This design comes from an exercise in tuning for small area on the open sky130 flow, not from production work.
Only simulation tests tie the RTL to the original design; equivalence was not proved.
Power figures rest on the tool's default switching activity, not on a simulated workload.

===== flow/config.mk =====
export PLATFORM = sky130hd
export DESIGN_NAME = id_decode_pipe
export DESIGN_NICKNAME = id_decode_pipe
export VERILOG_FILES = /design/flow/design.v
export SDC_FILE = /design/flow/constraint.sdc
export NUM_CORES = 4
export LEC_CHECK = 0
export CAP_MARGIN = 20
export CORE_MARGIN = 2
export CORE_UTILIZATION = 40
export SLEW_MARGIN = 20
export SYNTH_HIERARCHICAL = 1

===== flow/constraint.sdc =====
create_clock -name core_clock -period 11.0 [get_ports {clk}]
set_input_delay 2.2000 -clock core_clock [delete_from_list [all_inputs] [get_ports {clk}]]
set_output_delay 2.2000 -clock core_clock [all_outputs]
set_load 0.01 [all_outputs]

===== flow/design.v =====
module id_decode_pipe #(
  parameter int XLEN = 32,
  parameter int NREG = 32,
  parameter int AW   = $clog2(NREG)
) (
  input  logic            clk,
  input  logic            rst,
  input  logic            in_valid,
  output logic            in_ready,
  input  logic [XLEN-1:0] in_pc,
  input  logic [31:0]     in_instr,
  input  logic            hz_stall,
  input  logic            flush,
  input  logic            wb_we,
  input  logic [AW-1:0]   wb_rd,
  input  logic [XLEN-1:0] wb_data,
  input  logic            mem_we,
  input  logic [AW-1:0]   mem_rd,
  input  logic [XLEN-1:0] mem_data,
  output logic            out_valid,
  input  logic            out_ready,
  output logic [AW-1:0]   out_rs1,
  output logic [AW-1:0]   out_rs2,
  output logic [AW-1:0]   out_rd,
  output logic [XLEN-1:0] out_rs1_data,
  output logic [XLEN-1:0] out_rs2_data,
  output logic [XLEN-1:0] out_imm,
  output logic [2:0]      out_funct3,
  output logic [6:0]      out_ctrl,
  output logic            br_taken,
  output logic [XLEN-1:0] br_target
);
  localparam logic [6:0] OPC_R      = 7'b0110011;
  localparam logic [6:0] OPC_IMM    = 7'b0010011;
  localparam logic [6:0] OPC_LOAD   = 7'b0000011;
  localparam logic [6:0] OPC_STORE  = 7'b0100011;
  localparam logic [6:0] OPC_LUI    = 7'b0110111;
  localparam logic [6:0] OPC_BRANCH = 7'b1100011;
  localparam logic [2:0] CL_NONE   = 3'd0;
  localparam logic [2:0] CL_R      = 3'd1;
  localparam logic [2:0] CL_IMM    = 3'd2;
  localparam logic [2:0] CL_LOAD   = 3'd3;
  localparam logic [2:0] CL_STORE  = 3'd4;
  localparam logic [2:0] CL_LUI    = 3'd5;
  localparam logic [2:0] CL_BRANCH = 3'd6;
  logic [NREG-1:1][XLEN-1:0] rf_q;
  logic [XLEN-1:0] wr_data;
  logic [NREG-1:1] wr_en;
  assign wr_data = wb_data & {XLEN{~rst}};
  always_comb begin
    for (int i = 1; i < NREG; i++) begin
      wr_en[i] = rst | (wb_we && (wb_rd == AW'(i)));
    end
  end
  always_ff @(posedge clk) begin
    for (int i = 1; i < NREG; i++) begin
      if (wr_en[i]) rf_q[i] <= wr_data;
    end
  end
  logic [AW-1:0]   rs1_s, rs2_s;
  logic [XLEN-1:0] rs1_val_s, rs2_val_s;
  logic [AW-1:0]   rd_idx [2];
  logic [XLEN-1:0] rd_val [2];
  assign rs1_s     = in_instr[19:15];
  assign rs2_s     = in_instr[24:20];
  assign rd_idx[0] = rs1_s;
  assign rd_idx[1] = rs2_s;
  for (genvar p = 0; p < 2; p++) begin : g_rd
    logic            nz, m_hit, w_hit;
    logic [32:0]     sel;
    assign nz    = (rd_idx[p] != '0);
    assign m_hit = nz && mem_we && (mem_rd == rd_idx[p]);
    assign w_hit = nz && !m_hit && wb_we && (wb_rd == rd_idx[p]);
    always_comb begin
      sel[0] = m_hit;
      sel[1] = w_hit;
      for (int i = 1; i < NREG; i++) begin
        sel[i+1] = (rd_idx[p] == AW'(i)) && !m_hit && !w_hit;
      end
    end
    for (genvar b = 0; b < XLEN; b++) begin : g_bit
      logic [32:0] d;
      always_comb begin
        d[0] = mem_data[b];
        d[1] = wb_data[b];
        for (int i = 1; i < NREG; i++) d[i+1] = rf_q[i][b];
      end
      idp_rd_bit u_bit (.d(d), .s(sel), .y(rd_val[p][b]));
    end
  end
  assign rs1_val_s = rd_val[0];
  assign rs2_val_s = rd_val[1];
  logic [6:0]  opcode_s;
  logic [2:0]  funct3_s;
  logic        is_branch_s;
  logic [32:0] diff_s;
  logic        eq_s, ltu_s, lts_s, br_cond_s;
  logic        in_ready_s, accept_s;
  assign opcode_s    = in_instr[6:0];
  assign funct3_s    = in_instr[14:12];
  assign is_branch_s = (opcode_s == OPC_BRANCH);
  assign diff_s = {1'b0, rs1_val_s} - {1'b0, rs2_val_s};
  assign eq_s   = (rs1_val_s == rs2_val_s);
  assign ltu_s  = diff_s[32];
  assign lts_s  = ltu_s ^ rs1_val_s[XLEN-1] ^ rs2_val_s[XLEN-1];
  always_comb begin
    case (funct3_s)
      3'b000:  br_cond_s = eq_s;
      3'b001:  br_cond_s = !eq_s;
      3'b100:  br_cond_s = lts_s;
      3'b101:  br_cond_s = !lts_s;
      3'b110:  br_cond_s = ltu_s;
      3'b111:  br_cond_s = !ltu_s;
      default: br_cond_s = 1'b0;
    endcase
  end
  assign in_ready_s = !rst && !hz_stall && !flush && (!out_valid || out_ready);
  assign accept_s   = in_valid && in_ready_s;
  assign in_ready  = in_ready_s;
  assign br_taken  = accept_s && is_branch_s && br_cond_s;
  logic [12:1]  bimm_lo;
  logic [13:1]  cy;
  logic [31:13] pfx_one, pfx_zero;
  logic         tgt_inc, tgt_dec;
  assign bimm_lo = {in_instr[31], in_instr[7], in_instr[30:25], in_instr[11:8]};
  assign cy[1]   = 1'b0;
  assign br_target[0] = in_pc[0];
  for (genvar i = 1; i <= 12; i++) begin : g_tgt_lo
    assign br_target[i] = in_pc[i] ^ bimm_lo[i] ^ cy[i];
    assign cy[i+1]      = (in_pc[i] & bimm_lo[i]) | (cy[i] & (in_pc[i] ^ bimm_lo[i]));
  end
  assign tgt_inc      = cy[13] & ~in_instr[31];
  assign tgt_dec      = ~cy[13] & in_instr[31];
  assign pfx_one[13]  = 1'b1;
  assign pfx_zero[13] = 1'b1;
  for (genvar i = 14; i <= 31; i++) begin : g_tgt_pfx
    assign pfx_one[i]  = pfx_one[i-1] & in_pc[i-1];
    assign pfx_zero[i] = pfx_zero[i-1] & ~in_pc[i-1];
  end
  for (genvar i = 13; i <= 31; i++) begin : g_tgt_hi
    assign br_target[i] = in_pc[i] ^ ((tgt_inc & pfx_one[i]) | (tgt_dec & pfx_zero[i]));
  end
  logic [2:0]      class_s;
  logic [31:7]     q_ins;
  logic [2:0]      q_class;
  logic [XLEN-1:0] q_rs1_data, q_rs2_data;
  logic            valid_q;
  always_comb begin
    case (opcode_s)
      OPC_R:      class_s = CL_R;
      OPC_IMM:    class_s = CL_IMM;
      OPC_LOAD:   class_s = CL_LOAD;
      OPC_STORE:  class_s = CL_STORE;
      OPC_LUI:    class_s = CL_LUI;
      OPC_BRANCH: class_s = CL_BRANCH;
      default:    class_s = CL_NONE;
    endcase
  end
  always_ff @(posedge clk) begin
    if (rst) begin
      valid_q <= 1'b0;
    end else if (flush) begin
      valid_q <= 1'b0;
    end else if (accept_s) begin
      valid_q <= 1'b1;
    end else if (out_ready) begin
      valid_q <= 1'b0;
    end
  end
  always_ff @(posedge clk) begin
    if (!flush && accept_s) begin
      q_ins      <= in_instr[31:7];
      q_class    <= class_s;
      q_rs1_data <= rs1_val_s;
      q_rs2_data <= rs2_val_s;
    end
  end
  logic [XLEN-1:0] imm_o;
  logic [6:0]      ctrl_o;
  always_comb begin
    imm_o  = '0;
    ctrl_o = 7'b0000000;
    case (q_class)
      CL_R: begin
        ctrl_o = (q_ins[30] && (q_ins[14:12] == 3'b000)) ? 7'b0100100 : 7'b0100010;
      end
      CL_IMM: begin
        imm_o  = {{20{q_ins[31]}}, q_ins[31:20]};
        ctrl_o = 7'b0100001;
      end
      CL_LOAD: begin
        imm_o  = {{20{q_ins[31]}}, q_ins[31:20]};
        ctrl_o = 7'b1101001;
      end
      CL_STORE: begin
        imm_o  = {{20{q_ins[31]}}, q_ins[31:25], q_ins[11:7]};
        ctrl_o = 7'b0010001;
      end
      CL_LUI: begin
        imm_o  = {q_ins[31:12], 12'h000};
        ctrl_o = 7'b0100001;
      end
      CL_BRANCH: begin
        imm_o  = {{20{q_ins[31]}}, q_ins[7], q_ins[30:25], q_ins[11:8], 1'b0};
      end
      default: ;
    endcase
  end
  assign out_valid    = valid_q;
  assign out_rs1      = q_ins[19:15];
  assign out_rs2      = q_ins[24:20];
  assign out_rd       = q_ins[11:7];
  assign out_funct3   = q_ins[14:12];
  assign out_rs1_data = q_rs1_data;
  assign out_rs2_data = q_rs2_data;
  assign out_imm      = imm_o;
  assign out_ctrl     = ctrl_o;
endmodule
module idp_rd_bit (
  input  logic [32:0] d,
  input  logic [32:0] s,
  output logic        y
);
  logic [10:0] n;
  for (genvar g = 0; g < 11; g++) begin : g_aoi
    idp_aoi222 u_aoi (
      .a1(d[3*g]),   .a2(s[3*g]),
      .b1(d[3*g+1]), .b2(s[3*g+1]),
      .c1(d[3*g+2]), .c2(s[3*g+2]),
      .y(n[g])
    );
  end
  assign y = ~&n;
endmodule
module idp_aoi222 (
  input  logic a1, a2, b1, b2, c1, c2,
  output logic y
);
  assign y = ~((a1 & a2) | (b1 & b2) | (c1 & c2));
endmodule

===== flow/flow/run.sh =====
#!/bin/bash
# The standard layout (standard.sh, standard synthesis) with two changes:
#  - port buffers use the smallest buffer cell (buf_1) instead of the flow's default pick;
#  - the clock tree uses small clock buffers in small clusters and no dummy loads.
# Each make step's full output is in orfs/logs/...; this script's own output is in flow_run.log.
set -euo pipefail
export BUFFER_PORTS_ARGS="-buffer_cell sky130_fd_sc_hd__buf_1"
export CTS_ARGS="-sink_clustering_enable -repair_clock_nets -dont_use_dummy_load -buf_list {sky130_fd_sc_hd__clkbuf_16} -sink_clustering_size 30 -sink_clustering_max_diameter 50"
bash standard.sh > flow_run.log 2>&1

===== flow/standard.sh =====
#!/bin/bash
# synth_recipe.tcl (not shown) runs the flow's synth.tcl, then flattens the netlist and writes it again
# the make line also repeats each setting of config.mk as NAME=value (left out here)
make -C /OpenROAD-flow-scripts/flow DESIGN_CONFIG=/design/flow/config.mk WORK_HOME=/design/flow/orfs CLKGATE_MAP_FILE= SYNTH_SCRIPT=/design/flow/synth_recipe.tcl "${@:-finish}"

==> notes.md, run 1 <==
- Clock latency at the later pin of the worst-skew pair: around 0.68 ns
- Delay of the slowest cell on the worst path: ~0.9 ns
- Number of synthesized flops with an enable pin: ~1100
- Port Buffers: about 300
- Number of storage elements in the synthesis netlist: 1085
- Post-route DRC violation count: 0
- Routed WL: approximately 180000 um
- Power density normalized to cell area: approximately 170 nW/um^2
- Clock-pin slew on the worst setup and hold paths: 0.04 ns
- Vias post-DR: ~34000
- Warnings, synthesis: 10
- Setup slack at placement: between 0.03 and 0.04 ns
- I/O pin total: between 300 and 400
- Root Buffer: sky130_fd_sc_hd__clkbuf_16
- Max-capacitance violation count: 0
- Average wire length per cell after detail routing: 38.29 um
- Final GP Congestion: 0.9972
- Share of the core filled with cells in the final layout: 0.4703
- Slew at the pin with the worst max-slew slack: ~1.3 ns
- Total clock buffers created by CTS: 99
- Post-detailed-route count of antenna-violating nets: 0
- Hold Violations, Final: 0
- Post-DR vias/cell: 7.473
- Final global-route overflow total: 0
- Critical setup path kind: input pin to primary output
- Remaining max-slew budget at the tightest pin: 0.1323
- CP most frequent cell: sky130_fd_sc_hd__buf_4
- Largest net degree at the start of global routing: 53
- Fraction of registers with async set/reset: 0
- Main flop type after synthesis: sky130_fd_sc_hd__edfxtp_1
- DIE AREA: approximately 110000 sq um
- Max IR drop VDD: between 0.1 and 0.15 mV
- Initial antenna violation count: 5
- Net total in the final layout: between 3000 and 4000
- Aggregate negative setup slack: 0 ns
- Critical Path AT: about 8.6 ns
- Unrepaired setup endpoints after global routing: no
- Highest attainable clock frequency: 92.75 MHz
- CP max-delay cell: sky130_fd_sc_hd__nor2_4
- CTS tree: yes
- Sink count of the clock tree: ~1100
- Nets in the synthesized netlist: 2791
- Total non-filler cell area in the finished layout: about 52000 sq um
- Row count: around 120
- Data required time of the worst path: 8.80 ns
- Final period demand of the worst path: between 10 and 15 ns
- Number of hold-repair buffers added at the cts stage: 0
- Global-route wire length before repair: 244300 um
- Count of unique library cells instantiated by Yosys: 54
- Endpoints failing setup: 0
- Average footprint of a synthesized cell: between 15 and 20 sq um
- Starting Density: 0.4037
- Vias in the first global route: ~33000
- Combined area of all synthesized cells: 44680 sq um
- Clk_skew: 0.06379 ns
- Crit path setup slack, layout: approximately 0.22 ns
- Ratio of cells with drive above 1 in the final layout: 0.1277
- Dpl cell area: ~50000 sq um
- Run status: complete, no violations
- Post-synthesis sequential area ratio: 0.7290
- Path category of the worst min-delay check: flop to flop
- Type of destination of the critical path: primary output
- Highest net fanout along the worst path: 17
- Die span in y: around 340 um
- Final Non-Filler Cells: 4600
- Largest buffer count on any clock path: 3
- Number of instances in the synthesized netlist: about 2600
- Leakage: roughly 17 nW
- Die span in x: around 340 um
- Final worst path period share: 0.9802
- Ordered cell list for the critical path: buf_1 > nor4b_1 > buf_4 > nor4_4 > nand2b_1 > nand3_1 > nor2_4 > buf_4 > a222oi_1 > nand4_1 > or3_1 > ha_1 > nand4_1 > nor4_1 > buf_4 > a21boi_0 > o31a_1 > or3_1 > a32oi_1 > nor4_1 > buf_1
- Area growth, synth to finish: 16.50%
- Count of final max-slew check failures: 0
- Kind of launch point of the worst setup path: input pin
- Total core area: about 110000 sq um
- Detailed Routing Iterations Pass 1: 12
- Dpl hpwl: around 100000 um
- Number of DRC violations after detailed-routing iteration 0: between 8000 and 9000
- Instance count after placement with tap cells included: around 4500
- Tot GR Track Use: 0.2955
- H-tree depth reported by CTS: 3
==> sequential cells by signal (all words and copies together) (netlist names) <==
register    count
q_rs1_data     32
q_class         3
valid_q         1
q_rs2_data     32
q_ins          25
rf_q          992
==> worst max-delay path, delay by kind of cell <==
kind / cells / cell delay [ns]
fa+ha+maj: 1 / 0.22
buf+inv: 5 / 1.44
compound gates: 4 / 0.84
simple gates: 11 / 3.84
==> synthesized netlist by cell type, drive strengths merged, types with 3 or more instances <==
master  number  area share
edfxtp    1084        0.73
a222oi     704        0.16
nand4      141       0.020
nor2        90      0.0076
nand3       82      0.0092
or3         70      0.0098
nand2       52      0.0044
inv         43      0.0036
nor2b       42      0.0059
ha          36       0.010
clkbuf      25      0.0021
buf         24      0.0038
a21o        23      0.0039
xnor2       22      0.0045
xor2        21      0.0041
a21oi       18      0.0020
o21ai       18      0.0020
nor4        12      0.0023
fa          11      0.0049
nand3b      10      0.0017
and2         8      0.0011
nor3         7     0.00078
o31ai        7      0.0012
nand2b       6     0.00084
a22o         5     0.00098
nor4b        4     0.00078
mux2i        3     0.00067
o21a         3     0.00053
o41ai        3     0.00059
==> through the flow <==
step                power, W  hold WS [ns]
floorplan           0.005554        0.6448
global placement    0.006009        0.6528
detailed placement  0.006055        0.6651
CTS                 0.008953        0.6717
global route        0.009210        0.6783
finish              0.008975        0.6688
==> layout by cell type, fill, tap and decap left out, types with 10 or more instances in the layout <==
cell,instances
sky130_fd_sc_hd__a21o_1,21
sky130_fd_sc_hd__a21oi_1,18
sky130_fd_sc_hd__a222oi_1,704
sky130_fd_sc_hd__buf_1,294
sky130_fd_sc_hd__buf_12,24
sky130_fd_sc_hd__buf_4,138
sky130_fd_sc_hd__clkbuf_16,99
sky130_fd_sc_hd__edfxtp_1,1084
sky130_fd_sc_hd__ha_1,35
sky130_fd_sc_hd__inv_1,42
sky130_fd_sc_hd__nand2_1,46
sky130_fd_sc_hd__nand3_1,82
sky130_fd_sc_hd__nand3b_1,10
sky130_fd_sc_hd__nand4_1,140
sky130_fd_sc_hd__nor2_1,29
sky130_fd_sc_hd__nor2_2,47
sky130_fd_sc_hd__nor2_4,14
sky130_fd_sc_hd__nor2b_1,20
sky130_fd_sc_hd__nor2b_4,17
sky130_fd_sc_hd__or3_1,69
sky130_fd_sc_hd__xnor2_1,21
sky130_fd_sc_hd__xor2_1,21
==> cell type report <==
type	count	area, sq um
Inverter	44	167.7
Multi-Input combinational cell	1420	12320
Antenna cell	3	7.507
Sequential cell	1085	32570
Clock buffer	99	2477
Tap cell	1488	1862
Timing Repair Buffer	461	2645
Fill cell	9415	58620
==> logic make-up (layout without fill, tap and decap cells) <==
family	count (synthesis)	after routing	synth area share
flops	1085	1085	0.7290
compound gates	791	791	0.1707
simple gates	536	536	0.06640
buf+inv	93	604	0.009605
fa+ha+maj	47	47	0.01501
xor+xnor	43	43	0.008598
mux	3	3	0.0006721
other cells	0	3	0
==> per-module statistics from Yosys (local to each module, per instance) <==
module,times used,cells inside,cell area [sq um],flops+latches
id_decode_pipe,1,1638,36110,1085
idp_rd_bit,64,4,23.77,0
idp_aoi222,704,1,10.01,0
==> power breakdown <==
group          internal (W)  total, W  switching, W
Sequential          0.00494   0.00511      0.000171
Clock               0.00157   0.00296       0.00139
Combinational      0.000243  0.000908      0.000665
Total               0.00675   0.00897       0.00222
==> timing repair <==
| item | in CTS | in global routing |
|---|---|---|
| setup endpoints to repair | 0 | 7 |
| buffers inserted | 0 | 0 |
| resized for setup | 0 | 13 |
| hold endpoints to repair | 0 | 0 |
==> routing by layer <==
metal | share of wire | routed length [um] | global-route usage
met3 | 0.15 | 26730 | 0.07609
met1 | 0.34 | 59990 | 0.3820
met2 | 0.44 | 77840 | 0.4521
met4 | 0.066 | 11580 | 0.1696
met5 | 0.000074 | 13 | 0
==> path summary, 6_finish.rpt <==
| kind | endpoint | cells past startpoint | slack (ns) | from |
|---|---|---|---|---|
| setup / recovery | br_taken | 21 | 0.22 | in_instr[15] |
| hold / removal | valid_q$_SDFFE_PP0P_ | 2 | 0.67 | valid_q$_SDFFE_PP0P_ |
| setup reg to reg | q_rs2_data[30]$_DFFE_PP_ | 5 | 8.11 | valid_q$_SDFFE_PP0P_ |
| hold reg to reg | valid_q$_SDFFE_PP0P_ | 2 | 0.67 | valid_q$_SDFFE_PP0P_ |
==> run 2, diff against run 1 <==
--- a/flow/flow/run.sh
+++ b/flow/flow/run.sh
@@ -5,5 +5,5 @@
 # Each make step's full output is in orfs/logs/...; this script's own output is in flow_run.log.
 set -euo pipefail
 export BUFFER_PORTS_ARGS="-buffer_cell sky130_fd_sc_hd__buf_1"
-export CTS_ARGS="-sink_clustering_enable -repair_clock_nets -dont_use_dummy_load -buf_list {sky130_fd_sc_hd__clkbuf_16} -sink_clustering_size 30 -sink_clustering_max_diameter 50"
+export CTS_ARGS="-sink_clustering_enable -repair_clock_nets -dont_use_dummy_load -buf_list {sky130_fd_sc_hd__clkbuf_4 sky130_fd_sc_hd__clkbuf_8} -sink_clustering_size 20 -sink_clustering_max_diameter 55"
 bash standard.sh > flow_run.log 2>&1
--- a/flow/config.mk
+++ b/flow/config.mk
@@ -5,8 +5,9 @@
 export SDC_FILE = /design/flow/constraint.sdc
 export NUM_CORES = 4
 export LEC_CHECK = 0
-export CAP_MARGIN = 20
+export CAP_MARGIN = 0
 export CORE_MARGIN = 2
-export CORE_UTILIZATION = 40
-export SLEW_MARGIN = 20
+export CORE_UTILIZATION = 55
+export GPL_TIMING_DRIVEN = 0
+export SLEW_MARGIN = 0
 export SYNTH_HIERARCHICAL = 1
==> run 2 against run 1 <==
  * Now fails the layout checks on negative setup slack
  * Clock power decreased by 33%
  * Register-to-register slack improved by 0.51 ns
  * Total power decreased by 10%
  * Hold slack got worse by 0.0073 ns
  * Clock skew increased by 0.019 ns
  * Setup slack lost 0.30 ns
  * Die area decreased by 27%
  * Global-route usage up 11 points
  * Non-clock buffer count increased by 127
  * Synthesized cell count is the same
  * Routed wire length fell by 2.2%
==> notes.md, run 2 <==
- Run status: complete, but fails checks
- Checks that blocked a clean result: negative setup slack
- H-tree depth reported by CTS: 3 (unchanged)
- Post-route DRC violation count: 0 (unchanged)
- Registers with the most flip-flops: rf_q: 992 flops, q_rs1_data: 32 flops, q_rs2_data: 32 flops
- Total clock buffers created by CTS: 90 (-9.1%)
- Highest attainable clock frequency: 90.21 MHz (-2.7%)
- Max-capacitance violation count: 0 (unchanged)
- Leakage: 17.60 nW (+3.2%)
- Unrepaired setup endpoints after global routing: yes
- Worst reg2reg endpoint: q_rs2_data[13]$_DFFE_PP_
- Largest buffer count on any clock path: 3 (unchanged)
- Final global-route overflow total: 0 (unchanged)
- Cell type group with the largest total delay on the critical path: simple AND/OR/NAND/NOR gates
- Dpl hpwl: 116400 um (+11%)
- Total non-filler cell area in the finished layout: 53260 sq um (+2.3%)
- Initial antenna violation count: 7 (+2)
- Launch point of the worst hold path: valid_q$_SDFFE_PP0P_
- Number of synthesized flops with an enable pin: 1084 (unchanged)
- Ordered cell list for the critical path: buf_1 > buf_2 > xnor2_1 > nand4_1 > nor4_2 > nand2b_1 > bufinv_8 > or3_4 > nor2_4 > buf_12 > a222oi_1 > nand4_1 > or3_1 > inv_1 > ha_1 > nand2_1 > o21ai_1 > a221o_1 > o31a_1 > o21ai_0 > a32oi_1 > nor4_2 > buf_1
- Routed WL: 172300 um (-2.2%)
- Total core area: 80420 sq um (-27%)
- Share of the core filled with cells in the final layout: 0.6624 (+0.1920)
- Clock latency at the later pin of the worst-skew pair: 0.78 ns (+0.10 ns)
- Nets in the synthesized netlist: 2791 (unchanged)
- Startpoint of the lowest-slack register-to-register path: valid_q$_SDFFE_PP0P_
- Setup slack at placement: -1.812 ns (-1.843 ns)
- Largest net degree at the start of global routing: 54 (+1.9%)
- Biggest register: rf_q
- Dominant cell by count in the synthesized netlist: sky130_fd_sc_hd__edfxtp_1
- Top library cells by usage in the layout, fill and taps aside: sky130_fd_sc_hd__edfxtp_1, sky130_fd_sc_hd__a222oi_1, sky130_fd_sc_hd__buf_1
- Ratio of cells with drive above 1 in the final layout: 0.1639 (+0.03618)
- Vias post-DR: 34687 (+0.90%)
- Register-to-register setup slack: 8.62 ns (+0.51 ns)
- Max reg flops: 992 (unchanged)
- Vias in the first global route: 33123 (+0.65%)
- Main flop type after synthesis: sky130_fd_sc_hd__edfxtp_1
- Data required time of the worst path: 8.80 ns (about the same)
- Area of the multi-input gates: 12650 sq um (+2.7%)
- Average wire length per cell after detail routing: 40.10 um (+4.7%)
- Post-DR vias/cell: 8.072 (+8.0%)
- Type of destination of the critical path: primary output
- Area taken by flip-flops and latches: 32570 sq um (unchanged)
- Tot GR Track Use: 0.4042 (+0.1087)
- Starting Density: 0.5556 (+0.1519)
- Row count: 104 (-15%)
- Max IR drop VDD: 0.1357 mV (+16%)
- Remaining max-slew budget at the tightest pin: 0.1276 (-0.004662)
- Count of unique library cells instantiated by Yosys: 54 (unchanged)
- Number of hold-repair buffers added at the cts stage: 0 (unchanged)
- Post-detailed-route count of antenna-violating nets: 0 (unchanged)
- Crit path setup slack, layout: -0.08585 ns (-0.3039 ns)
- Die span in x: 289.0 um (-15%)
- Number of storage elements in the synthesis netlist: 1085 (unchanged)
- Number of DRC violations after detailed-routing iteration 0: 8785 (+3.0%)
- Count of final max-slew check failures: 0 (unchanged)
- Cell types with the largest area share after synthesis: sky130_fd_sc_hd__edfxtp_1, sky130_fd_sc_hd__a222oi_1, sky130_fd_sc_hd__nand4_1
- Dpl cell area: 50990 sq um (+3.2%)
- Highest net fanout along the worst path: 33 (+16)
- CP max-delay cell: sky130_fd_sc_hd__nor4_2
- Worst R2R Path Depth: 5 (unchanged)
- Fin Hold WS: 0.6615 ns (-0.007289 ns)
- Path category of the worst min-delay check: flop to flop
- Commonest cells post-synth: sky130_fd_sc_hd__edfxtp_1, sky130_fd_sc_hd__a222oi_1, sky130_fd_sc_hd__nand4_1
- Combined area of all synthesized cells: 44680 sq um (unchanged)
- Root Buffer: sky130_fd_sc_hd__clkbuf_8
- Port Buffers: 296 (-1.0%)
- Hold Path Sink: valid_q$_SDFFE_PP0P_
- Critical Path AT: 8.89 ns (+0.31 ns)
- Hold Violations, Final: 0 (unchanged)
- Area growth, synth to finish: 19.22%
- Slew at the pin with the worst max-slew slack: 1.309 ns (+0.006994 ns)
- Detailed Routing Iterations Pass 1: 13 (+1)
- Worst hold stages: 2 (unchanged)
- Most common library cell in the layout ignoring fill and taps: sky130_fd_sc_hd__edfxtp_1
- I/O pin total: 302 (unchanged)
- Stages on the worst setup path: 23 (+9.5%)
- CTS tree: yes
- Critical setup path kind: input pin to primary output
- Final worst path period share: 1.008 (+0.02763)
- Delay of the slowest cell on the worst path: 0.55 ns (-0.35 ns)
- Warnings, synthesis: 10 (unchanged)
- Final period demand of the worst path: 11.09 ns (+0.3039 ns)
- FILL cells: 5531 (-41%)
- Power density normalized to cell area: 151.5 nW/um^2 (-12%)
- Clk_skew: 0.08259 ns (+0.01880 ns)
- DIE AREA: 83530 sq um (-27%)
- Average footprint of a synthesized cell: 17.20 sq um (unchanged)
- Fraction of registers with async set/reset: 0 (unchanged)
- Number of instances in the synthesized netlist: 2598 (unchanged)
- Net total in the final layout: 3423 (+3.6%)
- Post-synthesis sequential area ratio: 0.7290 (unchanged)
- Global-route wire length before repair: 237000 um (-3.0%)
- Buffers plus inverters on the worst setup path: 6 (+1)
- Final GP Congestion: 1.003 (+0.62%)
- Die span in y: 289.0 um (-15%)
- Kind of launch point of the worst setup path: input pin
- Area leader, netlist: sky130_fd_sc_hd__edfxtp_1
- Clock-pin slew on the worst setup and hold paths: 0.11 ns (+0.07 ns)
- Sink count of the clock tree: 1085 (unchanged)
- Endpoints failing setup: 1 (+1)
- Yosys top cell area share: 0.7286 (unchanged)
==> run 2: cell counts after synthesis <==
Identical to the previous run, type by type.
==> run 2: area by class of cell <==
type                       instances  area share
antenna                            9   0.0004228
buffer                            47    0.004909
clock buffer                      90     0.02326
inverter                          44    0.003406
multi-input combinational       1421      0.2375
sequential                      1085      0.6115
tap                             1060     0.02490
timing repair buffer             541     0.09410
==> run 2: how the worst max path moves through the flow <==
stage	to	slack, ns	startpoint
floorplan	br_taken	0.34	in_instr[22]
global placement	br_taken	-7.12	in_instr[22]
detailed placement	br_taken	-1.81	in_instr[19]
CTS	br_taken	-0.008	wb_rd[3]
global route	br_taken	-0.18	in_instr[22]
finish	br_taken	-0.09	in_instr[22]
==> run 2: repair_timing <==
action	4_1_cts	5_1_grt
pin swaps	17	13
gates resized for setup	21	25
cloned	1	0
setup buffers	66	16
setup endpoints to repair	4	7
==> run 2: worst min-delay path, stage by stage (launching register included) <==
cell                      delay (ns)
sky130_fd_sc_hd__dfxtp_1        0.32
sky130_fd_sc_hd__nor2b_1        0.13
sky130_fd_sc_hd__o21a_1         0.17
==> run 2: through the flow <==
stage,TNS (ns),std cells,power (W)
after floorplan,0,2598,0.005554
after global placement,-90.20,3954,0.005968
after detailed placement,-1.913,4117,0.006092
after CTS,-0.008365,4272,0.008010
after global routing,-0.1756,4293,0.008283
final,-0.08585,4297,0.008071
==> run 2: metal layers <==
layer | GRT usage | wire length (um)
met3 | 0.1057 | 27170
met2 | 0.5956 | 74540
met5 | 0 | 66
met1 | 0.5473 | 58400
met4 | 0.2362 | 12110
==> run 2: cells by family (layout without fill, tap and decap cells) <==
| kind of cell | after synthesis | in the layout | synth area share |
|---|---|---|---|
| DFF | 1085 | 1085 | 0.7290 |
| AOI/OAI and AO/OA | 791 | 791 | 0.1707 |
| and+or+nand+nor | 536 | 537 | 0.06640 |
| buffers and inverters | 93 | 722 | 0.009605 |
| adders and majority gates | 47 | 47 | 0.01501 |
| xor gates and xnor gates | 43 | 43 | 0.008598 |
| muxes | 3 | 3 | 0.0006721 |
| other | 0 | 9 | 0 |
==> run 2: power by group <==
part,switching (W),internal [W],total (W)
registers,0.000168,0.00493,0.00510
logic,0.000691,0.000299,0.000990
clock network,0.00125,0.000729,0.00198
total,0.00211,0.00596,0.00807
==> run 2: Yosys stat by module, one instance, submodules excluded <==
| module | cells | flops+latches |
|---|---|---|
| idp_aoi222 | 1 | 0 |
| id_decode_pipe | 1638 | 1085 |
| idp_rd_bit | 4 | 0 |
==> run 3, diff against run 2 <==
--- a/flow/design.v
+++ b/flow/design.v
@@ -45,17 +45,24 @@
   localparam logic [2:0] CL_BRANCH = 3'd6;
   logic [NREG-1:1][XLEN-1:0] rf_q;
   logic [XLEN-1:0] wr_data;
-  logic [NREG-1:1] wr_en;
+  logic [NREG-1:1] wr_en, wr_en_n;
+  logic [NREG-1:1][XLEN-1:0] rf_nx;
   assign wr_data = wb_data & {XLEN{~rst}};
   always_comb begin
     for (int i = 1; i < NREG; i++) begin
       wr_en[i] = rst | (wb_we && (wb_rd == AW'(i)));
     end
   end
+  assign wr_en_n = ~wr_en;
+  for (genvar i = 1; i < NREG; i++) begin : g_rf
+    for (genvar b = 0; b < XLEN; b++) begin : g_b
+      idp_hold u_hold (
+        .q(rf_q[i][b]), .hn(wr_en_n[i]), .d(wr_data[b]), .h(wr_en[i]), .y(rf_nx[i][b])
+      );
+    end
+  end
   always_ff @(posedge clk) begin
-    for (int i = 1; i < NREG; i++) begin
-      if (wr_en[i]) rf_q[i] <= wr_data;
-    end
+    rf_q <= rf_nx;
   end
   logic [AW-1:0]   rs1_s, rs2_s;
   logic [XLEN-1:0] rs1_val_s, rs2_val_s;
@@ -167,14 +174,21 @@
       valid_q <= 1'b0;
     end
   end
+  localparam int IDEX_W = 25 + 3 + 2 * XLEN;
+  logic              idex_ld, idex_ld_n;
+  logic [IDEX_W-1:0] idex_q, idex_d, idex_nx;
+  assign idex_ld   = !flush && accept_s;
+  assign idex_ld_n = !idex_ld;
+  assign idex_d    = {in_instr[31:7], class_s, rs1_val_s, rs2_val_s};
+  for (genvar b = 0; b < IDEX_W; b++) begin : g_idex
+    idp_hold u_hold (
+      .q(idex_q[b]), .hn(idex_ld_n), .d(idex_d[b]), .h(idex_ld), .y(idex_nx[b])
+    );
+  end
   always_ff @(posedge clk) begin
-    if (!flush && accept_s) begin
-      q_ins      <= in_instr[31:7];
-      q_class    <= class_s;
-      q_rs1_data <= rs1_val_s;
-      q_rs2_data <= rs2_val_s;
-    end
-  end
+    idex_q <= idex_nx;
+  end
+  assign {q_ins, q_class, q_rs1_data, q_rs2_data} = idex_q;
   logic [XLEN-1:0] imm_o;
   logic [6:0]      ctrl_o;
   always_comb begin
@@ -238,3 +252,12 @@
 );
   assign y = ~((a1 & a2) | (b1 & b2) | (c1 & c2));
 endmodule
+module idp_hold (
+  input  logic q,
+  input  logic hn,
+  input  logic d,
+  input  logic h,
+  output logic y
+);
+  assign y = (q & hn) | (d & h);
+endmodule
==> flow/flow/run.sh (replaced) <==
#!/bin/bash
# The standard layout (standard.sh, standard synthesis) with two changes:
#  - port buffers use the smallest buffer cell (buf_1) instead of the flow's default pick;
#  - the clock tree uses small clock buffers in small clusters and no dummy loads.
# Each make step's full output is in orfs/logs/...; this script's own output is in flow_run.log.
set -euo pipefail
export BUFFER_PORTS_ARGS="-buffer_cell sky130_fd_sc_hd__buf_1"
export CTS_ARGS="-sink_clustering_enable -repair_clock_nets -dont_use_dummy_load -buf_list {sky130_fd_sc_hd__clkbuf_4 sky130_fd_sc_hd__clkbuf_8} -sink_clustering_size 16 -sink_clustering_max_diameter 50"
bash standard.sh > flow_run.log 2>&1
==> flow/config.mk (replaced) <==
export PLATFORM = sky130hd
export DESIGN_NAME = id_decode_pipe
export DESIGN_NICKNAME = id_decode_pipe
export VERILOG_FILES = /design/flow/design.v
export SDC_FILE = /design/flow/constraint.sdc
export NUM_CORES = 4
export LEC_CHECK = 0
export CAP_MARGIN = 20
export CORE_MARGIN = 2
export CORE_UTILIZATION = 40
export SLEW_MARGIN = 20
export SYNTH_HIERARCHICAL = 1
==> run 3 against run 2 <==
  * The run now finishes clean
  * Final area down 6.9%
  * Non-clock buffer count shrank 130
  * Critical path depth fell by 1
  * Via count rose by 25%
  * Synthesized area shrank 1.4%
  * Sequential share of layout area decreased by 17 points
  * Synthesized cell count rose by 45%
  * Largest cell class is now multi-input combinational cells
==> notes.md, run 3 <==
- Run status: complete, no violations
- Largest buffer count on any clock path: 3 (unchanged)
- Final period demand of the worst path: 10.81 ns (-0.2752 ns)
- Critical Path AT: 8.61 ns (-0.28 ns)
- Highest net fanout along the worst path: 33 (unchanged)
- Cell types with the largest area share after synthesis: sky130_fd_sc_hd__dfxtp_1, sky130_fd_sc_hd__a22o_1, sky130_fd_sc_hd__a222oi_1
- Path category of the worst min-delay check: flop to flop
- Nets in the synthesized netlist: 3966 (+42%)
- Cell type group with the largest total delay on the critical path: simple AND/OR/NAND/NOR gates
- Total clock buffers created by CTS: 117 (+30%)
- Clock-pin slew on the worst setup and hold paths: 0.07 ns (-0.04 ns)
- Number of instances in the synthesized netlist: 3773 (+45%)
- Count of unique library cells instantiated by Yosys: 59 (+9.3%)
- Max-capacitance violation count: 0 (unchanged)
- Critical setup path kind: input pin to primary output
- Final Total Pwr: 0.008274 W (+2.5%)
- Slew at the pin with the worst max-slew slack: 1.273 ns (-0.03553 ns)
- Root Buffer: sky130_fd_sc_hd__clkbuf_8
- Buffers plus inverters on the worst setup path: 5 (-1)
- Row count: 121 (+16%)
- Main flop type after synthesis: sky130_fd_sc_hd__dfxtp_1
- Combined area of all synthesized cells: 44030 sq um (-1.4%)
- Most common library cell in the layout ignoring fill and taps: sky130_fd_sc_hd__a22o_1
- Crit path setup slack, layout: 0.1893 ns (+0.2752 ns)
- Post-detailed-route count of antenna-violating nets: 0 (unchanged)
- Ratio of cells with drive above 1 in the final layout: 0.09376 (-0.07011)
- Unrepaired setup endpoints after global routing: yes
- Post-DR vias/cell: 7.688 (-4.8%)
- Final Non-Filler Cells: 5657 (+32%)
- Kind of launch point of the worst setup path: input pin
- Warnings, synthesis: 10 (unchanged)
- Net total in the final layout: 4429 (+29%)
- Type of destination of the critical path: primary output
- Yosys top cell area share: 0.4933 (-0.2353)
- Final global-route overflow total: 0 (unchanged)
- Final worst path period share: 0.9828 (-0.02501)
- Number of DRC violations after detailed-routing iteration 0: 9702 (+10%)
- Clk_skew: 0.1447 ns (+0.06215 ns)
- H-tree depth reported by CTS: 3 (unchanged)
- Fraction of registers with async set/reset: 0 (unchanged)
- Vias in the first global route: 40393 (+22%)
- Remaining max-slew budget at the tightest pin: 0.1493 (+0.02167)
- Number of storage elements in the synthesis netlist: 1085 (unchanged)
- Dpl hpwl: 128600 um (+11%)
- Commonest cells post-synth: sky130_fd_sc_hd__a22o_1, sky130_fd_sc_hd__dfxtp_1, sky130_fd_sc_hd__a222oi_1
- DIE AREA: 112800 sq um (+35%)
- Average footprint of a synthesized cell: 11.67 sq um (-32%)
- Largest net degree at the start of global routing: 61 (+13%)
- Max reg flops: 992 (unchanged)
- Routed WL: 208500 um (+21%)
- Max IR drop VDD: 0.09206 mV (-32%)
- Detailed Routing Iterations Pass 1: 14 (+1)
- CP max-delay cell: sky130_fd_sc_hd__a222oi_1
- CTS tree: yes
- Power density normalized to cell area: 166.9 nW/um^2 (+10%)
- Initial antenna violation count: 18 (+11)
- Post-route DRC violation count: 0 (unchanged)
- Area taken by flip-flops and latches: 21720 sq um (-33%)
- Setup slack at placement: 0.3066 ns (+2.118 ns)
- Sink count of the clock tree: 1085 (unchanged)
- Die span in x: 335.8 um (+16%)
- Biggest register: rf_q
- Average wire length per cell after detail routing: 36.86 um (-8.1%)
- Vias post-DR: 43489 (+25%)
- Delay of the slowest cell on the worst path: 0.73 ns (+0.18 ns)
- Total core area: 109000 sq um (+36%)
- Area leader, netlist: sky130_fd_sc_hd__dfxtp_1
- Endpoints failing setup: 0 (-1)
- Final GP Congestion: 0.9378 (-6.5%)
- Global-route wire length before repair: 292100 um (+23%)
- Highest attainable clock frequency: 92.50 MHz (+2.5%)
- Leakage: 19.11 nW (+8.6%)
- Hold Violations, Final: 0 (unchanged)
- Starting Density: 0.4040 (-0.1516)
- Number of synthesized flops with an enable pin: 0 (-100%)
- Tot GR Track Use: 0.3513 (-0.05293)
- Registers with the most flip-flops: rf_q: 992 flops, idex_q: 92 flops, valid_q: 1 flops
- Die span in y: 335.8 um (+16%)
- I/O pin total: 302 (unchanged)
- Share of the core filled with cells in the final layout: 0.4547 (-0.2077)
- Ordered cell list for the critical path: buf_1 > nor2_4 > nor4b_4 > nor4_4 > buf_4 > nor2_1 > nand2_1 > nor2_4 > a222oi_1 > nand4_1 > or3_1 > inv_1 > ha_1 > a21oi_1 > nor2_1 > a211oi_1 > o21ai_0 > a211oi_1 > buf_4 > xnor2_1 > a32o_1 > buf_1
- Area of the multi-input gates: 21800 sq um (+72%)
- Area growth, synth to finish: 12.56%
- Count of final max-slew check failures: 0 (unchanged)
- Port Buffers: 299 (+1.0%)
- Top library cells by usage in the layout, fill and taps aside: sky130_fd_sc_hd__a22o_1, sky130_fd_sc_hd__dfxtp_1, sky130_fd_sc_hd__a222oi_1
- Clock latency at the later pin of the worst-skew pair: 0.87 ns (+0.09 ns)
- Data required time of the worst path: 8.80 ns (about the same)
- Dominant cell by count in the synthesized netlist: sky130_fd_sc_hd__a22o_1
- Instance count after placement with tap cells included: 5527 (+34%)
- Number of hold-repair buffers added at the cts stage: 0 (unchanged)
- FILL cells: 10163 (+84%)
- Post-synthesis sequential area ratio: 0.4933 (-0.2357)
-- run 3: cell count changes after synthesis, moves of 9 or more --
cell / previous run / this run
sky130_fd_sc_hd__a22o_1: 5 / 1089
sky130_fd_sc_hd__dfxtp_1: 1 / 1085
sky130_fd_sc_hd__edfxtp_1: 1084 / 0
sky130_fd_sc_hd__buf_4: 20 / 86
sky130_fd_sc_hd__inv_1: 43 / 74
sky130_fd_sc_hd__a21o_1: 23 / 46
sky130_fd_sc_hd__nand3b_1: 10 / 0
sky130_fd_sc_hd__o21ai_0: 18 / 8
sky130_fd_sc_hd__clkbuf_1: 25 / 16
-- run 3: layer usage --
layer / vias up / GRT usage / routed length (um)
li1: 17799 / - / -
met1: 21276 / 0.4499 / 78140
met2: 3757 / 0.5065 / 85460
met3: 641 / 0.1208 / 30610
met4: 16 / 0.2150 / 14110
met5: - / 0 / 204
-- run 3: stage by stage --
stage	hold WS, ns	TNS, ns	instance area, sq um
after floorplan	0.4538	0	44030
after global placement	0.4660	0	47860
after detailed placement	0.4696	0	47860
after CTS	0.4866	0	49470
after global routing	0.5026	-0.01068	49550
final	0.4853	0	49560
-- run 3: where the power goes --
part / switching, W / internal, W
Sequential: 0.000296 / 0.00431
Clock: 0.00139 / 0.000936
Combinational: 0.000843 / 0.000501
Total: 0.00253 / 0.00574
-- run 3: worst reg2reg max path: cells and delay by family, from the launching register on --
family | cells | cell delay (ns)
DFF | 1 | 0.31
and+or+nand+nor | 3 | 1.00
buffers and inverters | 3 | 1.66
AOI/OAI and AO/OA | 1 | 0.36
-- run 3: logic make-up after synthesis --
logic type	synth area share
compound gates	0.3910
fa+ha+maj	0.01523
buf+inv	0.02418
mux	0.001165
flops	0.4933
xor+xnor	0.008752
simple gates	0.06640
-- run 3: modules after synthesis, one instance, submodules excluded --
module,times used,cells inside
idp_aoi222,704,1
id_decode_pipe,1,1729
idp_hold,1084,1
idp_rd_bit,64,4
-- run 3: layout make-up --
class | instances | share of cell area
repair buffers | 458 | 0.04748
flip-flops and latches | 1085 | 0.4382
well taps | 1414 | 0.03570
clock buffers | 117 | 0.03249
multi-input cells | 2499 | 0.4399
inverters | 75 | 0.005730
diodes | 9 | 0.0004544
-- run 3: repair_timing --
item / in CTS / in global routing
gates resized for setup: 0 / 1
endpoints found under the hold margin: 0 / 0
endpoints found under the setup margin: 0 / 1
setup buffers: 0 / 0
-- run 3: worst paths after layout --
check        depth (start not counted)                 start                  to  slack [ns]
max                                 22          in_instr[22]            br_taken        0.19
min                                  1    idex_q[51]$_DFF_P_  idex_q[51]$_DFF_P_        0.49
max reg2reg                          7  valid_q$_SDFFE_PP0P_  idex_q[32]$_DFF_P_        7.64
min reg2reg                          1    idex_q[51]$_DFF_P_  idex_q[51]$_DFF_P_        0.49
==> run 4, diff against run 3 <==
==> flow/flow/run.sh (replaced) <==
#!/bin/bash
# The standard layout (standard.sh, standard synthesis) with two changes:
#  - port buffers use the smallest buffer cell (buf_1) instead of the flow's default pick;
#  - the clock tree uses clkbuf_4 buffers in small clusters and no dummy loads.
# Each make step's full output is in orfs/logs/...; this script's own output is in flow_run.log.
set -euo pipefail
export BUFFER_PORTS_ARGS="-buffer_cell sky130_fd_sc_hd__buf_1"
export CTS_ARGS="-sink_clustering_enable -repair_clock_nets -dont_use_dummy_load -buf_list {sky130_fd_sc_hd__clkbuf_4} -sink_clustering_size 10 -sink_clustering_max_diameter 30"
bash standard.sh > flow_run.log 2>&1
==> run 4 against run 3 <==
  * Die area unchanged
  * Sequential power about the same
  * Combinational power about the same
  * Hold slack got worse by 0.0022 ns
  * Utilization about the same
  * Total power about the same
  * Register-to-register slack got worse by 0.02 ns
  * Largest cell class unchanged
==> notes.md, run 4 <==
- Total clock buffers created by CTS: 218 (+86%)
- Critical Path AT: 8.53 ns (-0.08 ns)
- Biggest register: rf_q
- Type of destination of the critical path: primary output
- Registers with the most flip-flops: rf_q: 992 flops, idex_q: 92 flops, valid_q: 1 flops
- Area growth, synth to finish: 12.65% (about the same)
- Highest attainable clock frequency: 93.20 MHz (+0.75%)
- Worst setup startpoint: in_instr[19]
- Count of final max-slew check failures: 0 (unchanged)
- Root Buffer: sky130_fd_sc_hd__clkbuf_4
- Net total in the final layout: 4530 (+2.3%)
- Largest buffer count on any clock path: 3 (unchanged)
- Final worst path period share: 0.9754 (-0.007363)
- CTS tree: yes
- Number of synthesized flops with an enable pin: 0 (unchanged)
- Average wire length per cell after detail routing: 36.34 um (-1.4%)
- Clock latency at the later pin of the worst-skew pair: 1.20 ns (+0.33 ns)
- Number of DRC violations after detailed-routing iteration 0: 9832 (+1.3%)
- Port Buffers: 299 (unchanged)
- Detailed Routing Iterations Pass 1: 15 (+1)
- Warnings, synthesis: 10 (unchanged)
- Launch point of the worst hold path: idex_q[34]$_DFF_P_
- Power density normalized to cell area: 166.8 nW/um^2 (about the same)
- Tot GR Track Use: 0.3529 (+0.001590)
- Critical setup path kind: input pin to primary output
- Run status: complete, no violations
- Die span in x: 335.8 um (unchanged)
- Count of unique library cells instantiated by Yosys: 59 (unchanged)
- Die span in y: 335.8 um (unchanged)
- Post-cts repair resize count: 0 (unchanged)
- Remaining max-slew budget at the tightest pin: 0.1299 (-0.01941)
- Aggregate negative setup slack: 0 ns (unchanged)
- Highest net fanout along the worst path: 32 (-3.0%)
- Max IR drop VDD: 0.1032 mV (+12%)
- Register-to-register setup slack: 7.62 ns (-0.02 ns)
- Area leader, netlist: sky130_fd_sc_hd__dfxtp_1
- Ratio of cells with drive above 1 in the final layout: 0.1149 (+0.02111)
- Leakage: 19.28 nW (+0.88%)
- Vias in the first global route: 40960 (+1.4%)
- Hold Violations, Final: 0 (unchanged)
- Number of hold-repair buffers added at the cts stage: 0 (unchanged)
- Clk_skew: 0.1402 ns (-0.004532 ns)
- Worst reg2reg endpoint: idex_q[32]$_DFF_P_
- Post-DR vias/cell: 7.671 (-0.21%)
- Startpoint of the lowest-slack register-to-register path: valid_q$_SDFFE_PP0P_
- Hold Path Sink: idex_q[34]$_DFF_P_
- Clock-pin slew on the worst setup and hold paths: 0.06 ns (about the same)
- Kind of launch point of the worst setup path: input pin
- Post-route DRC violation count: 0 (unchanged)
- Slew at the pin with the worst max-slew slack: 1.302 ns (+0.02905 ns)
- Max reg flops: 992 (unchanged)
- Sink count of the clock tree: 1085 (unchanged)
- Commonest cells post-synth: sky130_fd_sc_hd__a22o_1, sky130_fd_sc_hd__dfxtp_1, sky130_fd_sc_hd__a222oi_1
- Number of instances in the synthesized netlist: 3773 (unchanged)
- Combined area of all synthesized cells: 44030 sq um (unchanged)
- Final GP Congestion: 0.9378 (unchanged)
- Instance count after placement with tap cells included: 5527 (unchanged)
- Worst hold stages: 1 (unchanged)
- Largest net degree at the start of global routing: 61 (unchanged)
- Final global-route overflow total: 0 (unchanged)
- DIE AREA: 112800 sq um (unchanged)
- Fin Hold WS: 0.4831 ns (-0.002191 ns)
- Fraction of registers with async set/reset: 0 (unchanged)
- Final period demand of the worst path: 10.73 ns (-0.08099 ns)
- Data required time of the worst path: 8.80 ns (about the same)
- H-tree depth reported by CTS: 4 (+1)
- Dpl hpwl: 128600 um (unchanged)
- Cell types with the largest area share after synthesis: sky130_fd_sc_hd__dfxtp_1, sky130_fd_sc_hd__a22o_1, sky130_fd_sc_hd__a222oi_1
- Max-capacitance violation count: 0 (unchanged)
- Yosys top cell area share: 0.4933 (unchanged)
- Worst R2R Path Depth: 7 (unchanged)
- Post-synthesis sequential area ratio: 0.4933 (unchanged)
- Dominant cell by count in the synthesized netlist: sky130_fd_sc_hd__a22o_1
- Share of the core filled with cells in the final layout: 0.4551 (about the same)
- Endpoints failing setup: 0 (unchanged)
- I/O pin total: 302 (unchanged)
- Unrepaired setup endpoints after global routing: yes
- Row count: 121 (unchanged)
- Nets in the synthesized netlist: 3966 (unchanged)
- Final Non-Filler Cells: 5756 (+1.8%)
- Main flop type after synthesis: sky130_fd_sc_hd__dfxtp_1
- Vias post-DR: 44157 (+1.5%)
- Initial antenna violation count: 13 (-5)
- Starting Density: 0.4040 (unchanged)
- Number of storage elements in the synthesis netlist: 1085 (unchanged)
- Global-route wire length before repair: 293100 um (+0.35%)
- Setup bufs post-CTS: 0 (unchanged)
- Average footprint of a synthesized cell: 11.67 sq um (unchanged)
- Top library cells by usage in the layout, fill and taps aside: sky130_fd_sc_hd__a22o_1, sky130_fd_sc_hd__dfxtp_1, sky130_fd_sc_hd__a222oi_1
- Total core area: 109000 sq um (unchanged)
- Most common library cell in the layout ignoring fill and taps: sky130_fd_sc_hd__a22o_1
- Path category of the worst min-delay check: flop to flop
- Post-detailed-route count of antenna-violating nets: 0 (unchanged)
- Routed WL: 209200 um (+0.32%)
run 4: cell counts after synthesis:
Identical to the previous run, type by type.
run 4: worst max path at each step:
stage,slack [ns],to
after floorplan,0.86,br_taken
after global placement,0.31,br_target[25]
after detailed placement,0.31,br_target[24]
after CTS,0.30,br_target[24]
after global routing,-0.006,br_target[23]
final,0.27,br_taken
run 4: layout make-up:
| cell class | count | area, sq um |
|---|---|---|
| well taps | 1414 | 1769 |
| fillers | 10262 | 59400 |
| flip-flops and latches | 1085 | 21720 |
| repair buffers | 458 | 2370 |
| clock buffers | 218 | 1637 |
| diodes | 7 | 17.52 |
| multi-input cells | 2499 | 21810 |
| inverters | 75 | 284.0 |
run 4: logic make-up after synthesis:
family | synth area share
AO/OA/AOI/OAI | 0.3910
flip-flops | 0.4933
AND/OR/NAND/NOR | 0.06640
buffers and inverters | 0.02418
adder cells (fa/ha/maj) | 0.01523
XOR/XNOR | 0.008752
multiplexers | 0.001165
run 4: power by group:
part	switching [W]	internal, W
Clock	0.00143	0.000893
Sequential	0.000296	0.00431
Combinational	0.000843	0.000501
run 4: layer usage:
| layer | routed length (um) | share of wire | vias up | track usage |
|---|---|---|---|---|
| met5 | 76 | 0.00036 | - | 0 |
| met4 | 14390 | 0.069 | 12 | 0.2188 |
| met3 | 32100 | 0.15 | 718 | 0.1265 |
| met2 | 85480 | 0.41 | 3843 | 0.5080 |
| met1 | 77140 | 0.37 | 21519 | 0.4482 |
| li1 | - | - | 18065 | - |
run 4: worst max-delay path: stages:
cell and delay [ns]:
sky130_fd_sc_hd__buf_1 0.49, sky130_fd_sc_hd__xor2_1 0.20, sky130_fd_sc_hd__nor3_1 0.07, sky130_fd_sc_hd__nand3_1 0.14, sky130_fd_sc_hd__nor3_2 0.07, sky130_fd_sc_hd__or4_1 0.65, sky130_fd_sc_hd__nand3b_2 0.46, sky130_fd_sc_hd__nor2_4 0.33
sky130_fd_sc_hd__a222oi_1 0.67, sky130_fd_sc_hd__nand4_1 0.40, sky130_fd_sc_hd__or3_1 0.58, sky130_fd_sc_hd__ha_1 0.34, sky130_fd_sc_hd__a21oi_1 0.14, sky130_fd_sc_hd__nor2_1 0.05, sky130_fd_sc_hd__a211oi_1 0.63, sky130_fd_sc_hd__o21ai_0 0.17
sky130_fd_sc_hd__a211oi_1 0.23, sky130_fd_sc_hd__buf_4 0.18, sky130_fd_sc_hd__xnor2_1 0.11, sky130_fd_sc_hd__a32o_1 0.20, sky130_fd_sc_hd__buf_1 0.17
run 4: Yosys stat by module (local to each module, per instance):
module          times used  cells inside
id_decode_pipe           1          1729
idp_aoi222             704             1
idp_hold              1084             1
idp_rd_bit              64             4
run 4: stage by stage:
stage	power (W)	instance area (sq um)	worst slack, ns
after global placement	0.005943	47860	0.3061
after global routing	0.008552	49590	-0.005932
after detailed placement	0.005964	47860	0.3066
after floorplan	0.005428	44030	0.8560
final	0.008275	49610	0.2703
after CTS	0.008227	49500	0.3045
==> run 5, diff against run 4 <==
--- a/flow/flow/run.sh
+++ b/flow/flow/run.sh
@@ -5,5 +5,5 @@
 # Each make step's full output is in orfs/logs/...; this script's own output is in flow_run.log.
 set -euo pipefail
 export BUFFER_PORTS_ARGS="-buffer_cell sky130_fd_sc_hd__buf_1"
-export CTS_ARGS="-sink_clustering_enable -repair_clock_nets -dont_use_dummy_load -buf_list {sky130_fd_sc_hd__clkbuf_4} -sink_clustering_size 10 -sink_clustering_max_diameter 30"
+export CTS_ARGS="-sink_clustering_enable -repair_clock_nets -dont_use_dummy_load -buf_list {sky130_fd_sc_hd__clkbuf_4} -sink_clustering_size 8 -sink_clustering_max_diameter 35"
 bash standard.sh > flow_run.log 2>&1
==> run 5 against run 4 <==
  * Total power decreased by 1.8%
  * Clock power decreased by 6%
  * Clock skew decreased by 0.0069 ns
  * Critical path depth increased by 2
  * Utilization decreased by 0.18 points
  * Clock-buffer cell count decreased by 32
  * Routed wire length increased by 0.32%
  * Via count decreased by 0.32%
  * Global-route usage about the same
  * Register-to-register slack improved by 0.02 ns
  * Synthesized cell count unchanged
  * First-iteration DRC count decreased by 0.83%
==> notes.md, run 5 <==
- Final period demand of the worst path: 10.71 ns (-0.01568 ns)
- H-tree depth reported by CTS: 4 (unchanged)
- Clock latency at the later pin of the worst-skew pair: 1.18 ns (-0.02 ns)
- Clk_skew: 0.1333 ns (-0.006930 ns)
- Number of hold-repair buffers added at the cts stage: 0 (unchanged)
- Post-cts repair resize count: 0 (unchanged)
- Count of unique library cells instantiated by Yosys: 59 (unchanged)
- Total clock buffers created by CTS: 186 (-15%)
- Hold Violations, Final: 0 (unchanged)
- Commonest cells post-synth: sky130_fd_sc_hd__a22o_1, sky130_fd_sc_hd__dfxtp_1, sky130_fd_sc_hd__a222oi_1
- Top library cells by usage in the layout, fill and taps aside: sky130_fd_sc_hd__a22o_1, sky130_fd_sc_hd__dfxtp_1, sky130_fd_sc_hd__a222oi_1
- Worst R2R Path Depth: 7 (unchanged)
- Worst hold stages: 1 (unchanged)
- Number of synthesized flops with an enable pin: 0 (unchanged)
- Average wire length per cell after detail routing: 36.68 um (+0.92%)
- Post-route DRC violation count: 0 (unchanged)
- Leakage: 19.16 nW (-0.61%)
- Highest net fanout along the worst path: 33 (+3.1%)
- Global-route wire length before repair: 293200 um (about the same)
- Port Buffers: 299 (unchanged)
- Number of instances in the synthesized netlist: 3773 (unchanged)
- Biggest register: rf_q
- Critical Path AT: 8.51 ns (-0.02 ns)
- Fraction of registers with async set/reset: 0 (unchanged)
- Combined area of all synthesized cells: 44030 sq um (unchanged)
- Max-capacitance violation count: 0 (unchanged)
- Number of DRC violations after detailed-routing iteration 0: 9750 (-0.83%)
- FILL cells: 10249 (-0.13%)
- Kind of launch point of the worst setup path: input pin
- Warnings, synthesis: 10 (unchanged)
- Area growth, synth to finish: 12.22%
- CTS tree: yes
- Area of the multi-input gates: 21800 sq um (about the same)
- Registers with the most flip-flops: rf_q: 992 flops, idex_q: 92 flops, valid_q: 1 flops
- Post-synthesis sequential area ratio: 0.4933 (unchanged)
- Number of storage elements in the synthesis netlist: 1085 (unchanged)
- Tot GR Track Use: 0.3534 (+0.0004719)
- Clock-pin slew on the worst setup and hold paths: 0.05 ns (about the same)
- Starting Density: 0.4040 (unchanged)
- Critical setup path kind: input pin to primary output
- DIE AREA: 112800 sq um (unchanged)
- Vias in the first global route: 40932 (-0.068%)
- Dominant cell by count in the synthesized netlist: sky130_fd_sc_hd__a22o_1
- Routed WL: 209900 um (+0.32%)
- Area leader, netlist: sky130_fd_sc_hd__dfxtp_1
- Initial antenna violation count: 16 (+3)
- Cell types with the largest area share after synthesis: sky130_fd_sc_hd__dfxtp_1, sky130_fd_sc_hd__a22o_1, sky130_fd_sc_hd__a222oi_1
- Setup bufs post-CTS: 0 (unchanged)
- Dpl hpwl: 128600 um (unchanged)
- Area taken by flip-flops and latches: 21720 sq um (unchanged)
- Slew at the pin with the worst max-slew slack: 1.290 ns (-0.01199 ns)
- Row count: 121 (unchanged)
- Total core area: 109000 sq um (unchanged)
- Die span in x: 335.8 um (unchanged)
- Remaining max-slew budget at the tightest pin: 0.1399 (+0.01005)
- Final worst path period share: 0.9740 (-0.001425)
- Total non-filler cell area in the finished layout: 49410 sq um (-0.39%)
- Sink count of the clock tree: 1085 (unchanged)
- Run status: complete, no violations
- Root Buffer: sky130_fd_sc_hd__clkbuf_4
- Path category of the worst min-delay check: flop to flop
- Type of destination of the critical path: primary output
- Final GP Congestion: 0.9378 (unchanged)
- Endpoints failing setup: 0 (unchanged)
- Largest net degree at the start of global routing: 61 (unchanged)
- Detailed Routing Iterations Pass 1: 17 (+2)
- Unrepaired setup endpoints after global routing: yes
- Die span in y: 335.8 um (unchanged)
- Most common library cell in the layout ignoring fill and taps: sky130_fd_sc_hd__a22o_1
- Average footprint of a synthesized cell: 11.67 sq um (unchanged)
- Max reg flops: 992 (unchanged)
- Nets in the synthesized netlist: 3966 (unchanged)
- Post-DR vias/cell: 7.692 (+0.27%)
- Yosys top cell area share: 0.4933 (unchanged)
- Dpl cell area: 47860 sq um (unchanged)
- Power density normalized to cell area: 164.5 nW/um^2 (-1.4%)
- Main flop type after synthesis: sky130_fd_sc_hd__dfxtp_1
- Data required time of the worst path: 8.80 ns (about the same)
- Net total in the final layout: 4501 (-0.64%)
- Largest buffer count on any clock path: 3 (unchanged)
- Share of the core filled with cells in the final layout: 0.4533 (-0.001756)
- Highest attainable clock frequency: 93.34 MHz (+0.15%)
- Max IR drop VDD: 0.09430 mV (-8.7%)
- Post-detailed-route count of antenna-violating nets: 0 (unchanged)
- I/O pin total: 302 (unchanged)
- Final global-route overflow total: 0 (unchanged)
- Ratio of cells with drive above 1 in the final layout: 0.1089 (-0.005961)
- Vias post-DR: 44014 (-0.32%)
- Count of final max-slew check failures: 0 (unchanged)
[run 5: cell counts after synthesis]
No cell type changed its count.
[run 5: cells by family (layout without fill, tap and decap cells)]
logic type,count (synthesis),count (layout),synth area share
DFF,1085,1085,0.4933
xor gates and xnor gates,44,44,0.008752
adders and majority gates,47,47,0.01523
and+or+nand+nor,520,520,0.06640
other,0,2,0
AOI/OAI and AO/OA,1883,1883,0.3910
buffers and inverters,189,722,0.02418
muxes,5,5,0.001165
[run 5: worst paths after layout]
kind                         from                 end  slack [ns]
min reg2reg    idex_q[36]$_DFF_P_  idex_q[36]$_DFF_P_        0.49
min            idex_q[36]$_DFF_P_  idex_q[36]$_DFF_P_        0.49
max                  in_instr[22]            br_taken        0.29
max reg2reg  valid_q$_SDFFE_PP0P_  idex_q[32]$_DFF_P_        7.64
[run 5: per-module statistics from Yosys, one instance, submodules excluded]
module | copies in the design | cells inside
idp_hold | 1084 | 1
idp_aoi222 | 704 | 1
idp_rd_bit | 64 | 4
id_decode_pipe | 1 | 1729
[run 5: per-layer routing]
layer	share of wire	wire length [um]	vias up	global-route usage
met4	0.067	14010	10	0.2197
met1	0.37	77910	21477	0.4539
met2	0.41	86110	3832	0.5078
li1	-	-	17987	-
met3	0.15	31760	708	0.1194
met5	0.00036	75	-	0
[run 5: metrics by stage]
stage          setup WS (ns)  power [W]  setup TNS (ns)  hold slack, ns  cells
2_1_floorplan         0.8560   0.005428               0          0.4538   3773
3_3_place_gp          0.3061   0.005943               0          0.4660   5527
3_5_place_dp          0.3066   0.005964               0          0.4696   5527
4_1_cts               0.3045   0.008079               0          0.4900   5713
5_1_grt            -0.005929   0.008385        -0.01067          0.5002   5721
6_report              0.2860   0.008129               0          0.4859   5722
[run 5: final cells by class]
| type | instances | share of cell area |
|---|---|---|
| Antenna cell | 2 | 0.0001013 |
| Clock buffer | 186 | 0.02826 |
| Inverter | 75 | 0.005748 |
| Multi-Input combinational cell | 2499 | 0.4412 |
| Sequential cell | 1085 | 0.4396 |
| Tap cell | 1414 | 0.03580 |
| Timing Repair Buffer | 461 | 0.04930 |
[run 5: power by group]
part,switching [W],internal (W)
Combinational,0.000845,0.000502
Sequential,0.000296,0.00431
Clock,0.00141,0.000769
[run 5: critical path, stage by stage]
cell and delay, ns:
sky130_fd_sc_hd__buf_1 0.30, sky130_fd_sc_hd__nor2_4 0.22, sky130_fd_sc_hd__nor4b_4 0.28, sky130_fd_sc_hd__nor4_4 0.09, sky130_fd_sc_hd__buf_4 0.31, sky130_fd_sc_hd__nor2_1 0.31, sky130_fd_sc_hd__nand3_1 0.39, sky130_fd_sc_hd__nor2_4 1.08
sky130_fd_sc_hd__a222oi_1 0.29, sky130_fd_sc_hd__nand4_1 0.41, sky130_fd_sc_hd__or3_1 0.29, sky130_fd_sc_hd__inv_1 0.07, sky130_fd_sc_hd__ha_1 0.35, sky130_fd_sc_hd__a21oi_1 0.22, sky130_fd_sc_hd__o21ai_0 0.13, sky130_fd_sc_hd__a221oi_1 0.30
sky130_fd_sc_hd__o211ai_1 0.12, sky130_fd_sc_hd__buf_4 0.18, sky130_fd_sc_hd__a211oi_1 0.28, sky130_fd_sc_hd__buf_4 0.18, sky130_fd_sc_hd__xnor2_1 0.11, sky130_fd_sc_hd__a32o_1 0.20, sky130_fd_sc_hd__buf_1 0.17

[re-timing with driven ports]
In the flow no input, the clock included, has a driving cell. The finished layouts below were timed again as built, in two steps.
Step 1, drivers: a clkbuf_16 drives clk and a buf_2 each remaining input, both assumed.
Step 2 moves the port delays by t, midway between the first and last clock arrival at a register: inputs arrive t later, outputs are due t later. That takes back most of the time a late clock gives input paths.
Slacks: ideal ports / drivers / drivers and shift; pairs: ideal ports / drivers.
run	t (ns)	slack for setup (ns)	worst setup path after step 2	clock arrival spread, ns	worst register clock-pin slew, ns
run 1	0.728	0.218 / 0.179 / 0.179	input to output	0.075 / 0.076	0.09 / 0.09
run 2	0.792	-0.086 / -0.126 / -0.126	input to output	0.096 / 0.096	0.12 / 0.12
run 3	0.881	0.189 / 0.141 / 0.141	input to output	0.160 / 0.160	0.10 / 0.10
run 4	1.190	0.270 / 0.247 / 0.247	input to output	0.169 / 0.169	0.11 / 0.11
run 5	1.179	0.286 / 0.247 / 0.247	input to output	0.194 / 0.193	0.10 / 0.10
For run 3, which loses most, drivers alone change the setup slack by -0.048 ns; drivers and shift together by -0.048 ns.
